What follows belongs to an exercise in optimizing a design on an open flow for small area, a short achievable clock period and few clock cycles per item; a production flow would make more cautious choices. The RTL was checked by simulation tests, not by an equivalence proof against the original design.

==> flow/design.v (excerpt) <==
module dft_stage (
    input  logic          clk_i,
    input  logic          rst_n_i,
    input  logic          in_valid_i,
    input  logic [127:0]  in_group_i,
    input  logic [79:0]   twiddles_i,
    output logic          in_credit_o,
    output logic          out_valid_o,
    output logic [127:0]  out_group_o,
    input  logic          out_credit_i
);
Size: ~6400 cells after synthesis, about 1300 flip-flops, roughly 340 I/O pins, about 0.073 mm² of cells after synthesis.
==> flow/config.mk <==
export PLATFORM = sky130hd
export DESIGN_NAME = dft_stage
export DESIGN_NICKNAME = dft_stage
export VERILOG_FILES = /design/flow/design.v
export SDC_FILE = /design/flow/constraint.sdc
export NUM_CORES = 4
export LEC_CHECK = 0
export CAP_MARGIN = 20
export CORE_MARGIN = 2
export CORE_UTILIZATION = 60
export CTS_CLUSTER_SIZE = 30
export SLEW_MARGIN = 20
==> flow/constraint.sdc <==
create_clock -name core_clock -period 10.0 [get_ports {clk_i}]
set_input_delay 2.0000 -clock core_clock [delete_from_list [all_inputs] [get_ports {clk_i}]]
set_output_delay 2.0000 -clock core_clock [all_outputs]
set_load 0.01 [all_outputs]
standard.sh (not shown) runs the stock make flow with config.mk's settings and CLKGATE_MAP_FILE= SYNTH_SCRIPT=/design/flow/synth_recipe.tcl, a recipe that flattens the netlist after the stock synthesis.
==> flow/flow/run.sh <==
#!/bin/bash
set -euo pipefail
MARGIN=6.7
sed 's|"\${@:-finish}"|SETUP_SLACK_MARGIN='"$MARGIN"' "${@:-finish}"|' standard.sh > standard_margin.sh
grep -q "SETUP_SLACK_MARGIN=$MARGIN" standard_margin.sh
bash standard_margin.sh finish > flow.log 2>&1
Testbench counts at the start, summed over its fixed seeds: cycles 2,088, items 2,048.
Then changed:
==> flow/flow/run.sh (replaced) <==
#!/bin/bash
set -euo pipefail
MARGIN=6.6
sed 's|"\${@:-finish}"|SETUP_SLACK_MARGIN='"$MARGIN"' "${@:-finish}"|' standard.sh > standard_margin.sh
grep -q "SETUP_SLACK_MARGIN=$MARGIN" standard_margin.sh
bash standard_margin.sh finish > flow.log 2>&1
CTS_CLUSTER_SIZE = default   (was 30)
=>
- The new run completed without violations
- die area is unchanged
- routed wire length is lower slightly
- synthesized area is unchanged
- sequential share of layout area came out higher by 0.43 points
- worst setup slack loses 0.020 ns

========
Setup of red:
dft_stage, a different RTL version from the one above (not shown whole).
For scale: about 6200 cells after synthesis, ~340 I/O pins.
clock: 10.0 ns
lec_check: 0
cap_margin: 20
core_margin: 2
core_utilization: 60
slew_margin: 20
==> flow/flow/run.sh <==
#!/bin/bash
set -euo pipefail
MARGIN=6.5
content=$(<standard.sh)
needle='"${@:-finish}"'
repl="SETUP_SLACK_MARGIN=$MARGIN 'BUFFER_PORTS_ARGS=-buffer_cell sky130_fd_sc_hd__buf_2' \"\${@:-finish}\""
printf '%s\n' "${content/"$needle"/$repl}" > standard_margin.sh
grep -q "SETUP_SLACK_MARGIN=$MARGIN 'BUFFER_PORTS_ARGS" standard_margin.sh
bash standard_margin.sh finish > flow.log 2>&1
red: all stages complete, timing, DRC and antenna checks passed
Testbench counts of red, summed over its fixed seeds: cycles 2,088, items 2,048.
Inputs modified between red and blue:
-- flow/flow/run.sh --
<<< red, line 2
set -euo pipefail
MARGIN=6.5
content=$(<standard.sh)
>>> blue, line 2
set -euo pipefail
MARGIN=6.6
content=$(<standard.sh)
[summary]
blue vs. red: final cell count held steady, fraction of the cycle the final worst path needs shrank by 0.44 points.
Compared with red, in blue storage element area now sits at about the same level; summed instance area of the synthesized netlist about even.
Of the two values seen for type of the worst setup path, reg -> out was produced by blue and reg -> reg by red.
For green, these inputs were changed with respect to blue:
==> flow/flow/run.sh <==
#!/bin/bash
set -euo pipefail
MARGIN=6.6
sed 's|"\${@:-finish}"|SETUP_SLACK_MARGIN='"$MARGIN"' "${@:-finish}"|' standard.sh > standard_margin.sh
grep -q "SETUP_SLACK_MARGIN=$MARGIN" standard_margin.sh
bash standard_margin.sh finish > flow.log 2>&1
Findings:
Number of buffers created by CTS came out exactly the same in blue and green.
Between blue and green, design area increased.
Delta (green minus blue): count of buffer and inverter cells on the critical path held steady, final-layout fill cell count went down 209, number of buffers inserted to repair setup after CTS increased 12.

separate check: timing with driven ports:
How much do the figures lean on ideal ports? The routed layouts below were timed once more, with nothing changed but the port constraints.
Step 1 assumes that a clkbuf_16 drives the clock port and a buf_2 every other input.
Step 2 adds t to the input delays and takes it off the output delays; t is the mean of the earliest and latest rising clock arrival at the registers after step 1. Input paths then give back, and output paths get back, about the clock's delay inside the block.
Three values: ideal, step 1, step 2; two values: the first two.
run | shift t [ns] | slack for setup (ns) | worst hold slack (ns)
the first run of note 1 | 0.858 | 6.616 / 6.567 / 6.021 | 0.323 / 0.323 / 0.323
the second run of note 1 | 0.837 | 6.596 / 6.571 / 5.959 | 0.321 / 0.321 / 0.321
red | 0.831 | 6.528 / 6.491 / 5.990 | 0.314 / 0.314 / 0.314
blue | 0.834 | 6.572 / 6.498 / 5.983 | 0.317 / 0.317 / 0.317
green | 0.827 | 6.579 / 6.498 / 6.028 | 0.297 / 0.297 / 0.297
After both steps setup and hold are still met in every run listed. For the second run of note 1, which loses most, drivers alone change the setup slack by -0.025 ns; drivers and shift together by -0.637 ns.
